From an optimization exercise on the open Yosys and OpenROAD flow, aimed at small area, a short achievable clock period and few clock cycles per item; shortcuts taken in it are not production practice.
RTL that was checked went through simulation tests only; none was proved equivalent to the original.
No functional check of the RTL was part of run 2.
No activity file was given, so power comes from the tool's default toggle rates.

<file path="flow/flow/run.sh">
#!/bin/bash
# Standard layout, with the clock tree built without dummy loads on its leaf buffers, and the
# port buffers started at the smallest buffer (repair sizes them up where timing needs it).
set -euo pipefail
export CTS_ARGS="-sink_clustering_enable -repair_clock_nets -sink_clustering_size 16 -sink_clustering_max_diameter 50 -buf_list sky130_fd_sc_hd__clkbuf_8 -dont_use_dummy_load"
export BUFFER_PORTS_ARGS="-buffer_cell sky130_fd_sc_hd__buf_1"
bash standard.sh > standard_make.log 2>&1
</file>
<file path="flow/standard.sh">
#!/bin/bash
# synth_recipe.tcl (not shown) runs the flow's synth.tcl, then flattens the netlist and writes it again
# the make line also repeats each setting of config.mk as NAME=value (left out here)
make -C /OpenROAD-flow-scripts/flow DESIGN_CONFIG=/design/flow/config.mk WORK_HOME=/design/flow/orfs CLKGATE_MAP_FILE= SYNTH_SCRIPT=/design/flow/synth_recipe.tcl "${@:-finish}"
</file>
<file path="flow/config.mk">
export PLATFORM = sky130hd
export DESIGN_NAME = lru_key_value_cache_unit
export DESIGN_NICKNAME = lru_key_value_cache_unit
export VERILOG_FILES = /design/flow/design.v
export SDC_FILE = /design/flow/constraint.sdc
export NUM_CORES = 4
export LEC_CHECK = 0
export CAP_MARGIN = 20
export CORE_MARGIN = 2
export CORE_UTILIZATION = 65
export CTS_BUF_LIST = sky130_fd_sc_hd__clkbuf_8
export CTS_CLUSTER_DIAMETER = 50
export CTS_CLUSTER_SIZE = 16
export PLACE_DENSITY = 0.76
export SETUP_SLACK_MARGIN = 3.2
export SLEW_MARGIN = 20
</file>
<file path="flow/constraint.sdc">
create_clock -name core_clock -period 6.0 [get_ports {clk}]
set_input_delay 1.2000 -clock core_clock [delete_from_list [all_inputs] [get_ports {clk}]]
set_output_delay 1.2000 -clock core_clock [all_outputs]
set_load 0.01 [all_outputs]
</file>
<file path="flow/design.v">
package lkvc_pkg;
  localparam int LOOKUP_KEY_W = 16;
  localparam int VALUE_W      = 32;
  localparam int CAP_W        = 5;
  localparam int DEF_ENTRIES  = 16;
  localparam int PADDR_W      = 3;
  localparam int PDATA_W      = 32;
  localparam logic REG_CAPACITY = 1'b0;
  localparam logic [CAP_W-1:0] CAPACITY_RESET = CAP_W'(16);
  localparam logic OP_GET = 1'b0;
  localparam logic OP_SET = 1'b1;
endpackage
module lkvc_ctrl (
  input  logic                            clk,
  input  logic                            rst,
  input  logic                            req_valid,
  output logic                            req_ready,
  input  logic                            op,
  input  logic [lkvc_pkg::LOOKUP_KEY_W-1:0] lookup_key,
  input  logic [lkvc_pkg::VALUE_W-1:0]    store_value,
  output logic                            busy,
  output logic                            process,
  output logic                            q_op,
  output logic [lkvc_pkg::LOOKUP_KEY_W-1:0] q_key,
  output logic [lkvc_pkg::VALUE_W-1:0]    q_value,
  input  logic                            res_found,
  input  logic                            rsp_ready,
  output logic                            rsp_valid,
  output logic                            rsp_found,
  output logic                            rsp_hit_valid   
);
  logic q_valid;
  logic out_free;
  assign busy      = q_valid;
  logic held;       
  assign out_free  = !rsp_valid || rsp_ready;
  assign process   = q_valid && out_free;
  assign req_ready = !held || rsp_ready;
  always_ff @(posedge clk) begin
    if (rst) begin
      q_valid <= 1'b0;
    end else if (req_ready) begin
      q_valid <= req_valid;
    end
  end
  always_ff @(posedge clk) begin
    if (req_ready) begin
      q_op    <= op;
      q_key   <= lookup_key;
      q_value <= store_value;
    end
  end
  always_ff @(posedge clk) begin
    if (rst) begin
      rsp_valid <= 1'b0;
    end else if (process) begin
      rsp_valid <= 1'b1;
    end else if (rsp_ready) begin
      rsp_valid <= 1'b0;
    end
  end
  always_ff @(posedge clk) begin
    if (rst) begin
      held <= 1'b0;
    end else if (req_ready) begin
      held <= req_valid && (process || (rsp_valid && !rsp_ready));
    end else begin
      held <= 1'b1;
    end
  end
  always_ff @(posedge clk) begin
    if (process) begin
      rsp_found <= res_found;
    end
  end
  always_ff @(posedge clk) begin
    if (rst) begin
      rsp_hit_valid <= 1'b0;
    end else if (process) begin
      rsp_hit_valid <= res_found;
    end else if (rsp_ready) begin
      rsp_hit_valid <= 1'b0;
    end
  end
endmodule
module lkvc_datapath #(
  parameter int ENTRIES = lkvc_pkg::DEF_ENTRIES
) (
  input  logic                              clk,
  input  logic                              rst,
  input  logic                              capture,     
  input  logic [lkvc_pkg::LOOKUP_KEY_W-1:0] in_key,      
  input  logic                              busy,        
  input  logic                              process,     
  input  logic [lkvc_pkg::CAP_W-1:0]        next_capacity,  
  input  logic                              op,
  input  logic [lkvc_pkg::LOOKUP_KEY_W-1:0] key,
  input  logic [lkvc_pkg::VALUE_W-1:0]      value,
  output logic                              res_found,
  output logic [lkvc_pkg::VALUE_W-1:0]      mru_value
);
  localparam int KW = lkvc_pkg::LOOKUP_KEY_W;
  localparam int VW = lkvc_pkg::VALUE_W;
  logic [KW-1:0]      key_mem [ENTRIES];
  logic [VW-1:0]      val_mem [ENTRIES];
  logic [ENTRIES-1:0] valid;           
  logic [ENTRIES-1:0] match;           
  logic [ENTRIES-1:0] in_match;        
  logic [ENTRIES-1:0] next_match;      
  logic               in_fwd;          
  logic [ENTRIES-1:0] behind;          
  logic [ENTRIES-1:0] next_behind;
  logic [ENTRIES-1:0] cap_pos;         
  logic [ENTRIES-1:0] fill_shift;      
  logic [ENTRIES-1:0] shift;
  logic [ENTRIES-1:0] upd;             
  logic [ENTRIES-1:0] upd_fwd;         
  logic [ENTRIES-1:0] next_valid;
  logic               ins;
  logic               hit;
  logic               full;            
  logic               is_set;
  logic [VW-1:0]      hit_value;
  assign is_set = (op == lkvc_pkg::OP_SET);
  always_comb begin
    for (int i = 0; i < ENTRIES; i++) begin
      in_match[i] = valid[i] && (key_mem[i] == in_key);
    end
  end
  assign in_fwd = (key == in_key);
  always_comb begin
    next_match[0] = upd_fwd[0] ? in_fwd : in_match[0];
    for (int i = 1; i < ENTRIES; i++) begin
      next_match[i] = upd_fwd[i] ? in_match[i-1] : in_match[i];
    end
  end
  always_comb begin
    next_behind[ENTRIES-1] = next_match[ENTRIES-1];
    for (int i = ENTRIES - 2; i >= 0; i--) begin
      next_behind[i] = next_behind[i+1] | next_match[i];
    end
  end
  always_ff @(posedge clk) begin
    if (capture) begin
      behind <= next_behind;
    end
  end
  assign match = behind & ~{1'b0, behind[ENTRIES-1:1]};
  always_comb begin
    hit_value = '0;
    for (int i = 0; i < ENTRIES; i++) begin
      hit_value = hit_value | ({VW{match[i]}} & val_mem[i]);
    end
  end
  assign hit = behind[0];
  always_comb begin
    for (int i = 0; i < ENTRIES; i++) begin
      cap_pos[i] = (next_capacity == lkvc_pkg::CAP_W'(i + 1)) ||
                   (i == 0 && next_capacity == '0) ||
                   (i == ENTRIES - 1 && next_capacity > lkvc_pkg::CAP_W'(ENTRIES));
    end
  end
  always_ff @(posedge clk) begin
    if (rst) begin
      full <= 1'b0;
    end else begin
      full <= |(next_valid & cap_pos);
    end
  end
  always_comb begin
    fill_shift[0] = 1'b1;
    for (int i = 1; i < ENTRIES; i++) begin
      fill_shift[i] = full ? valid[i] : valid[i-1];
    end
  end
  assign shift = hit ? behind : ({ENTRIES{is_set}} & fill_shift);
  assign upd     = {ENTRIES{process}} & shift;
  assign upd_fwd = {ENTRIES{busy}} & shift;
  always_ff @(posedge clk) begin
    if (upd[0]) begin
      key_mem[0] <= key;
      val_mem[0] <= is_set ? value : hit_value;
    end
    for (int i = 1; i < ENTRIES; i++) begin
      if (upd[i]) begin
        key_mem[i] <= key_mem[i-1];
        val_mem[i] <= val_mem[i-1];
      end
    end
  end
  always_ff @(posedge clk) begin
    if (rst) begin
      valid <= '0;
    end else begin
      valid <= next_valid;
    end
  end
  assign ins        = process && !hit && is_set && !full;
  assign next_valid = ins ? {valid[ENTRIES-2:0], 1'b1} : valid;
  assign res_found = hit && !is_set;
  assign mru_value = val_mem[0];
endmodule
module lru_key_value_cache_unit (
  input  logic                            clk,
  input  logic                            rst,
  input  logic                            req_valid,
  output logic                            req_ready,
  input  logic                            req_op,
  input  logic [lkvc_pkg::LOOKUP_KEY_W-1:0] req_lookup_key,
  input  logic [lkvc_pkg::VALUE_W-1:0]    req_store_value,
  output logic                            rsp_valid,
  input  logic                            rsp_ready,
  output logic                            rsp_found,
  output logic [lkvc_pkg::VALUE_W-1:0]    rsp_read_value,
  input  logic                            psel,
  input  logic                            penable,
  input  logic                            pwrite,
  input  logic [lkvc_pkg::PADDR_W-1:0]    paddr,
  input  logic [lkvc_pkg::PDATA_W-1:0]    pwdata,
  output logic [lkvc_pkg::PDATA_W-1:0]    prdata,
  output logic                            pready
);
  logic [lkvc_pkg::CAP_W-1:0]        capacity;
  logic [lkvc_pkg::CAP_W-1:0]        next_capacity;
  logic                              cap_write;
  logic                              busy;
  logic                              process;
  logic                              q_op;
  logic [lkvc_pkg::LOOKUP_KEY_W-1:0] q_key;
  logic [lkvc_pkg::VALUE_W-1:0]      q_value;
  logic                              res_found;
  logic [lkvc_pkg::VALUE_W-1:0]      mru_value;
  assign cap_write     = psel && penable && pwrite && paddr[2] == lkvc_pkg::REG_CAPACITY;
  assign next_capacity = cap_write ? pwdata[lkvc_pkg::CAP_W-1:0] : capacity;
  always_ff @(posedge clk) begin
    if (rst) begin
      capacity <= lkvc_pkg::CAPACITY_RESET;
    end else begin
      capacity <= next_capacity;
    end
  end
  assign pready = 1'b1;
  assign prdata = (paddr[2] == lkvc_pkg::REG_CAPACITY) ? lkvc_pkg::PDATA_W'(capacity) : '0;
  logic rsp_hit_valid;
  localparam int HALF_W = lkvc_pkg::VALUE_W / 2;
  assign rsp_read_value[HALF_W-1:0] = rsp_found ? mru_value[HALF_W-1:0] : '0;
  assign rsp_read_value[lkvc_pkg::VALUE_W-1:HALF_W] =
      rsp_hit_valid ? mru_value[lkvc_pkg::VALUE_W-1:HALF_W] : '0;
  lkvc_ctrl u_ctrl (
    .clk            (clk),
    .rst            (rst),
    .req_valid      (req_valid),
    .req_ready      (req_ready),
    .op             (req_op),
    .lookup_key     (req_lookup_key),
    .store_value    (req_store_value),
    .busy           (busy),
    .process        (process),
    .q_op           (q_op),
    .q_key          (q_key),
    .q_value        (q_value),
    .res_found      (res_found),
    .rsp_ready      (rsp_ready),
    .rsp_valid      (rsp_valid),
    .rsp_found      (rsp_found),
    .rsp_hit_valid  (rsp_hit_valid)
  );
  lkvc_datapath u_datapath (
    .clk       (clk),
    .rst       (rst),
    .capture   (req_ready),
    .in_key    (req_lookup_key),
    .busy      (busy),
    .process   (process),
    .next_capacity (next_capacity),
    .op        (q_op),
    .key       (q_key),
    .value     (q_value),
    .res_found (res_found),
    .mru_value (mru_value)
  );
endmodule
</file>
==> reports/results.ini, run 1 <==
[power]
p_per_area_mw_per_mm2=270
p_comb_share_pct=5.5
power.switching_w=0.00216
intPower_w=0.00783
leakagePower_nw=11.7
ir_drop_uv=225
power.share.sequential_pct=66.1
clock_power_share_pct=28.4
p_sw_share_pct=21.6
finalPower_w=0.0100

[global_route]
grt_pass1_wl_mm=124
grt_pass1_vias=19700
antenna_found_initial=1
grt_max_degree=66
track_usage_pct=32.0
grt_overflow=0

[setup_path]
startpoint_type=input pin
worstPathMaxFanout=3
reg2reg_from=u_datapath.behind[0]
crit_type=input pin to output port
critPathRequiredTime_ns=4.80
endpoint=req_ready
crit_start=rsp_ready
timing.reg2reg.setup_slack_ns=3.18
r2r_cells=7
r2r_end=u_datapath.behind[3]
end_kind=output port
cp.arrival_ns=1.71

[finish]
multi_input_area_mm2=0.00803
seq_area_mm2=0.0256
syn_to_final_growth_pct=9.21
final_nets=2326
diodes=0
drive_gt1_share_pct=13.1
nFillCells=3243
postLayoutCellArea_mm2=0.0371

[route]
vias=19900
drt_wl_total_mm=86.9
remaining_drc_errors=0
drt_iter0_drc=2795
via_per_inst=6.85
dr.pass1.iters=7
ant_nets=0
wl_per_cell_um=29.8

[sta]
slew_violations=0
slew_headroom_pct=29.2
rsz0062_at_grt=yes
fmax_ghz=0.344
post-route-period-util_pct=48.5
worstMarginPinSlew_ns=1.06
fin_skew_ns=0.0702
holdWs_ns=0.411
min_period_ns=2.91
setup-tns-final_ns=0
finalHoldViolCount=0
setup_viol=0

[synth]
netlist.top_cell.by_area=edfxtp_1
synth_top_family_by_area=compound AO/OA/AOI/OAI gates
synth.area.mux_share_pct=0.804
yosys.area_share.simple_pct=5.83
synth_compound_area_share_pct=8.12
synth.distinct_cells=74
synth_xor_area_share_pct=7.05
synth.top_cell.area_share_pct=73.8
ys.flop_type=edfxtp_1
yosysWarningCount=5
syn_area_per_cell_um2=16.4
synth_adder_area_share_pct=0
yosys-top-cells-area=edfxtp_1, xnor2_1, a22oi_1
async_reset_ff_share_pct=0
ys_seq_elements=860
synthCells=2075
synth_edf_count=834
synth_area_mm2=0.0339
yosysSeqAreaShare_pct=75.4

[place]
io_buffers=101
dp_hpwl_mm=49.7
placed_area_mm2=0.0352
gp_congestion=0.901

[cts]
cts-root-buf=clkbuf_8
cts_tree=yes
clk_pin_slew_ns=0.10
clk_latency_ns=0.69
numCtsBuffers=71
cts_max_level=3
cts_hold_buf=0
clockBufferDepth=3
clock-sinks=860

[die]
die_width_um=232
die_y_um=232
io_pins=159
core_area_mm2=0.0515
dieArea_mm2=0.0540
row_count=83
initial_core_util_pct=65.9

[min_path]
hp-start=u_datapath.val_mem[8][24]
min_path_type=flop to flop

[run]
max_cap_viol_count=0

[run_status]
outcome=complete, no violations

[critical path: stages]
cell,delay [ns]
buf_12,0.10
nand2b_4,0.22
buf_6,0.18
[power groups by stage]
stage	registers [W]	clock network [W]	logic, W
global placement	0.00674	0	0.000483
floorplan	0.00672	0	0.000362
finish	0.00660	0.00284	0.000551
CTS	0.00660	0.00286	0.000520
detailed placement	0.00674	0	0.000494
global route	0.00661	0.00306	0.000584
[area by class of cell]
| class | instances | share of cell area [%] |
|---|---|---|
| clock buffers | 71 | 2.64 |
| multi-input cells | 1056 | 21.7 |
| well taps | 680 | 2.30 |
| flip-flops and latches | 860 | 69.0 |
| repair buffers | 202 | 3.92 |
| inverters | 44 | 0.452 |
[logic make-up (layout without fill, tap and decap cells)]
group / after synthesis / in the layout
buffers and inverters: 189 / 317
multiplexers: 26 / 26
flip-flops: 860 / 860
other: 2 / 28
AND/OR/NAND/NOR: 362 / 366
XOR/XNOR: 273 / 273
AO/OA/AOI/OAI: 363 / 363
[what timing repair did]
action                     4_1_cts  5_1_grt
hold endpoints to repair         0        0
cloned                           3        3
gates resized for setup         75       86
pin swaps                        2        9
buffers inserted                15       25
setup endpoints to repair      309      161
[Yosys cell counts (3+ instances only)]
| cell type | n |
|---|---|
| nand3_1 | 21 |
| and3_1 | 7 |
| edfxtp_1 | 834 |
| buf_2 | 8 |
| a21oi_1 | 54 |
| nand2_1 | 62 |
| a32oi_1 | 7 |
| nor3_1 | 8 |
| and2_1 | 32 |
| a221oi_1 | 49 |
| nor2b_1 | 28 |
| a22oi_1 | 177 |
| clkbuf_1 | 69 |
| nand4_1 | 83 |
| buf_4 | 56 |
| buf_1 | 8 |
| buf_6 | 4 |
| nor4_1 | 35 |
| xor2_1 | 94 |
| o21ai_0 | 10 |
| dfxtp_1 | 26 |
| nor4b_1 | 3 |
| a2bb2oi_1 | 3 |
| mux2i_1 | 19 |
| mux2_2 | 3 |
| nand2b_1 | 3 |
| xnor2_1 | 179 |
| a22o_1 | 19 |
| nor2_1 | 62 |
| inv_1 | 43 |
| mux2_1 | 3 |
| a222oi_1 | 7 |
| or3_1 | 4 |
[routing by layer]
metal	up-vias	wire (um)	part of all wire, %	global-route usage, %
li1	8282	-	-	-
met4	2	2900	3.3	11.1
met5	-	205	0.24	0
met1	9813	32400	37	45.5
met2	1617	39900	46	49.6
met3	230	11400	13	7.22
[cell usage in the layout (no fill, tap or decap), types with 29 or more instances in the layout]
master and count:
nor4_1 29, a21oi_1 51, buf_1 67, a22oi_1 176
nand4_1 83, inv_1 43, nand2_1 62, buf_4 87
a221oi_1 49, edfxtp_1 834, xor2_1 89, xnor2_1 179
nor2_1 53, clkbuf_8 71
[through the flow]
stage	worst slack [ns]	utilization [%]	cells
6_report	3.09	71.9	2913
2_1_floorplan	2.88	-	2101
4_1_cts	3.10	70.9	2885
3_5_place_dp	1.76	68.3	2796
5_1_grt	3.10	71.9	2913
3_3_place_gp	1.88	68.3	2795
[how the worst min path moves through the flow]
stage / slack [ns] / depth (start not counted) / end
after CTS: 0.41 / 0 / u_datapath.val_mem[9][24]
after floorplan: 0.43 / 0 / u_datapath.val_mem[10][12]
after detailed placement: 0.43 / 0 / u_datapath.val_mem[8][31]
final: 0.41 / 0 / u_datapath.val_mem[9][24]
after global routing: 0.42 / 0 / u_datapath.val_mem[9][24]
after global placement: 0.43 / 0 / u_datapath.val_mem[10][17]
[flip-flops by register name (all words and copies together) (netlist names)]
signal / cells
u_ctrl.held: 1
u_ctrl.q_valid: 1
u_datapath.behind: 16
u_datapath.key_mem: 256
u_ctrl.q_key: 16
u_datapath.valid: 16
u_datapath.full: 1
u_ctrl.q_value: 32
u_ctrl.q_op: 1
u_datapath.val_mem: 512
u_ctrl.rsp_hit_valid: 1
u_ctrl.rsp_valid: 1
capacity: 5
u_ctrl.rsp_found: 1
Testbench counts, summed over its fixed seeds: cycles 9,616, items 9,600.
==> inputs of run 2 (changes only) <==
--- a/flow/design.v
+++ b/flow/design.v
@@ -106,7 +106,9 @@
   logic [ENTRIES-1:0] valid;           
   logic [ENTRIES-1:0] match;           
   logic [ENTRIES-1:0] in_match;        
-  logic [ENTRIES-1:0] next_match;      
+  logic [ENTRIES-1:0] in_behind;
+  logic [ENTRIES-1:0] lru_pos;         
+  logic               in_drop;         
   logic               in_fwd;          
   logic [ENTRIES-1:0] behind;          
   logic [ENTRIES-1:0] next_behind;
@@ -129,15 +131,17 @@
   end
   assign in_fwd = (key == in_key);
   always_comb begin
-    next_match[0] = upd_fwd[0] ? in_fwd : in_match[0];
+    in_behind[ENTRIES-1] = in_match[ENTRIES-1];
+    for (int i = ENTRIES - 2; i >= 0; i--) begin
+      in_behind[i] = in_behind[i+1] | in_match[i];
+    end
+  end
+  assign lru_pos = valid & ~{1'b0, valid[ENTRIES-1:1]};
+  assign in_drop = hit ? in_fwd : (full && |(in_match & lru_pos));
+  always_comb begin
+    next_behind[0] = upd_fwd[0] ? (in_fwd || (in_behind[0] && !in_drop)) : in_behind[0];
     for (int i = 1; i < ENTRIES; i++) begin
-      next_match[i] = upd_fwd[i] ? in_match[i-1] : in_match[i];
-    end
-  end
-  always_comb begin
-    next_behind[ENTRIES-1] = next_match[ENTRIES-1];
-    for (int i = ENTRIES - 2; i >= 0; i--) begin
-      next_behind[i] = next_behind[i+1] | next_match[i];
+      next_behind[i] = upd_fwd[i] ? (in_behind[i-1] && !in_drop) : in_behind[i];
     end
   end
   always_ff @(posedge clk) begin
==> flow/run.sh (new file) <==
#!/bin/bash
# synth_recipe.tcl (not shown) runs the flow's synth.tcl, then flattens the netlist and writes it again
# the make line also repeats each setting of config.mk as NAME=value (left out here)
make -C /OpenROAD-flow-scripts/flow DESIGN_CONFIG=/design/flow/config.mk WORK_HOME=/design/flow/orfs CLKGATE_MAP_FILE= SYNTH_SCRIPT=/design/flow/synth_recipe.tcl finish
--- a/flow/config.mk
+++ b/flow/config.mk
@@ -7,10 +7,10 @@
 export LEC_CHECK = 0
 export CAP_MARGIN = 20
 export CORE_MARGIN = 2
-export CORE_UTILIZATION = 65
+export CORE_UTILIZATION = 60
 export CTS_BUF_LIST = sky130_fd_sc_hd__clkbuf_8
 export CTS_CLUSTER_DIAMETER = 50
 export CTS_CLUSTER_SIZE = 16
-export PLACE_DENSITY = 0.76
-export SETUP_SLACK_MARGIN = 3.2
+export PLACE_DENSITY = 0.72
+export SETUP_SLACK_MARGIN = 3.1
 export SLEW_MARGIN = 20
removed: flow/flow/run.sh
removed: flow/standard.sh
==> run 2 against run 1 <==
Effect of this change: utilization decreased by 3.1 points; flip-flop and latch count is the same; wire length grew 3.7%; critical path depth grew 2; design area is 4.6% higher; clock skew down 0.031 ns; clock power grew 24%.
==> reports/results.ini, run 2 <==
[power]
p_per_area_mw_per_mm2=275
clock_power_share_pct=33.1
ir_drop_uv=206
power.share.sequential_pct=61.7
intPower_w=0.00821
p_comb_share_pct=5.2
p_sw_share_pct=23.0
leakagePower_nw=12.4
power.switching_w=0.00246

[cts]
clk_latency_ns=0.71
cts_tree=yes
cts-root-buf=clkbuf_8
clock-sinks=860
clockBufferDepth=3
cts_max_level=3
numCtsBuffers=77
cts_hold_buf=0
clk_pin_slew_ns=0.10

[setup_path]
cp.arrival_ns=1.83
timing.reg2reg.setup_slack_ns=3.19
startpoint_type=flop
critPathRequiredTime_ns=4.80
end_kind=output port
crit_type=flop to output port
worstPathMaxFanout=4

[synth]
synth.top_cell.area_share_pct=73.5
ys_seq_elements=860
yosysSeqAreaShare_pct=75.0
yosys-top-cells-area=edfxtp_1, xnor2_1, a22oi_1
yosysMostFrequentCell=edfxtp_1
async_reset_ff_share_pct=0
ys.flop_type=edfxtp_1
synth_area_mm2=0.0341
netlist.top_cell.by_area=edfxtp_1
syn_area_per_cell_um2=16.1
synth_edf_count=834
synth_common_cells=edfxtp_1, xnor2_1, a22oi_1
yosysWarningCount=5
synthCells=2119
synth.distinct_cells=67

[finish]
top_register=u_datapath.val_mem
reg.largest.list=u_datapath.val_mem (512), u_datapath.key_mem (256), u_ctrl.q_value (32)
largest_reg_flops=512
layout_common_cells=edfxtp_1, xnor2_1, a22oi_1, buf_4, nand2_1
drive_gt1_share_pct=16.6
nFillCells=3733
syn_to_final_growth_pct=13.7
mostFrequentLayoutCell=edfxtp_1
final_nets=2401

[sta]
slew_violations=0
fmax_ghz=0.330
setup_viol=0
setup-tns-final_ns=0
fin_skew_ns=0.0389
finalHoldViolCount=0
rsz0062_at_grt=yes
timing.final.ws_setup_ns=2.97
post-route-period-util_pct=50.6
slew_headroom_pct=25.0
worstMarginPinSlew_ns=1.12
min_period_ns=3.03

[global_route]
grt_overflow=0
antenna_found_initial=2
track_usage_pct=30.3
grt_max_degree=54
grt_pass1_vias=20500
grt_pass1_wl_mm=131

[route]
wl_met2_mm=43.4
top_layer=met4
met3_length_mm=11.1
wl_met1_mm=32.8
drt_iter0_drc=3018
via_per_inst=6.57
drt_wl_total_mm=90.1
ant_nets=0
dr.pass1.iters=6
remaining_drc_errors=0
wl_per_cell_um=28.9
vias=20500

[die]
die_y_um=242
io_pins=159
die_width_um=242
core_area_mm2=0.0563
row_count=87
dieArea_mm2=0.0587
initial_core_util_pct=60.6

[run]
max_cap_viol_count=0

[min_path]
min_path_type=flop to flop

[place]
dp_hpwl_mm=51.1
gp_congestion=0.811
io_buffers=101
pre_cts_ws_ns=1.12

[run_status]
outcome=complete, no violations

## run 2: cell count changes in the layout (fill, tap and decap cells not counted), sizes merged, moves of 15 or more
cell / before / now
nor4: 35 / 20
clkdlybuf4s50: 0 / 44
xnor2: 179 / 217
nand2: 62 / 92
inv: 44 / 71
clkinv: 0 / 15
buf: 193 / 162
xor2: 94 / 56
## run 2: cell families (layout without fill, tap and decap cells)
| group | Yosys count | after routing | synth area share [%] |
|---|---|---|---|
| other cells | 2 | 29 | 0.0220 |
| flops | 860 | 860 | 75.0 |
| xor+xnor | 273 | 273 | 7.04 |
| simple gates | 399 | 405 | 6.14 |
| buf+inv | 187 | 398 | 2.97 |
| mux | 23 | 23 | 0.679 |
| compound gates | 375 | 375 | 8.16 |
## run 2: timing repair
| item | CTS | global route |
|---|---|---|
| setup buffers | 24 | 39 |
| gates resized for setup | 239 | 120 |
| setup endpoints to repair | 688 | 110 |
| hold endpoints to repair | 0 | 0 |
| pin swaps | 11 | 7 |
| cloned | 6 | 2 |
## run 2: layer usage
metal  vias to the layer above  track usage [%]
li1                       8543                -
met1                     10200             41.0
met2                      1542             49.7
met3                       197             7.10
met4                         0             8.86
met5                         -                0
## run 2: final cells by class
class / instances / area [um2] / share of cell area, %
flip-flops and latches: 860 / 25600 / 66.0
multi-input cells: 1104 / 8290 / 21.4
repair buffers: 226 / 2250 / 5.81
clock buffers: 78 / 1070 / 2.77
well taps: 756 / 946 / 2.44
clock inverters: 53 / 462 / 1.19
inverters: 41 / 154 / 0.397
diodes: 1 / 2.50 / 0.00646
## run 2: through the flow
step | total power (W) | std cells | hold slack (ns) | instance area [um2] | util, %
2_1_floorplan | 0.00705 | 2145 | 0.425 | 34600 | -
3_3_place_gp | 0.00720 | 2914 | 0.429 | 36100 | 64.2
3_5_place_dp | 0.00721 | 2916 | 0.433 | 36100 | 64.2
4_1_cts | 0.0107 | 3077 | 0.437 | 38100 | 67.7
5_1_grt | 0.0110 | 3119 | 0.441 | 38700 | 68.8
6_report | 0.0107 | 3119 | 0.443 | 38700 | 68.8
## run 2: worst paths after layout
check | start | to | depth (start not counted)
setup / recovery | u_ctrl.rsp_found | rsp_read_value[2] | 5
hold / removal | u_datapath.val_mem[11][5] | u_datapath.val_mem[12][5] | 0
setup reg to reg | u_ctrl.q_valid | u_datapath.val_mem[0][31] | 4
hold reg to reg | u_datapath.val_mem[11][5] | u_datapath.val_mem[12][5] | 0
## run 2: critical path, cell delays in order, from the launching register on
cell and delay, ns:
edfxtp_1 0.45, buf_12 0.18, buf_12 0.13, buf_6 0.12
and2_4 0.15, buf_6 0.11
## run 2: power groups by stage
| stage | Clock, W | Sequential, W | Combinational, W |
|---|---|---|---|
| 2_1_floorplan | 0 | 0.00670 | 0.000347 |
| 3_3_place_gp | 0 | 0.00673 | 0.000473 |
| 3_5_place_dp | 0 | 0.00673 | 0.000483 |
| 4_1_cts | 0.00358 | 0.00658 | 0.000507 |
| 5_1_grt | 0.00379 | 0.00659 | 0.000591 |
| 6_report | 0.00353 | 0.00658 | 0.000554 |

[separate check: timing with driven ports]
In the flow no input, the clock included, has a driving cell. The finished layouts below were timed again as built, in two steps. Step 1 assumes that a clkbuf_16 drives the clock port and a buf_2 every other input. Step 2, shift: input delay + t, output delay - t, t = (earliest + latest rising clock arrival at the registers) / 2. This alone moves slack from input paths to output paths. Slacks: no drivers / after step 1 / after step 2; pairs: no drivers / after step 1.
run | shift t [ns] | setup WS [ns] | clock arrival spread, ns | worst slew at a driven data input, ns | pins driven straight from the clock port
run 1 | 0.714 | 3.092 / 3.044 / 2.465 | 0.077 / 0.077 | 0.06 | 1
run 2 | 0.742 | 2.965 / 2.910 / 2.362 | 0.051 / 0.051 | 0.06 | 1
After both steps setup and hold are still met in every run listed. For run 1, which loses most, drivers alone change the setup slack by -0.048 ns; drivers and shift together by -0.627 ns.
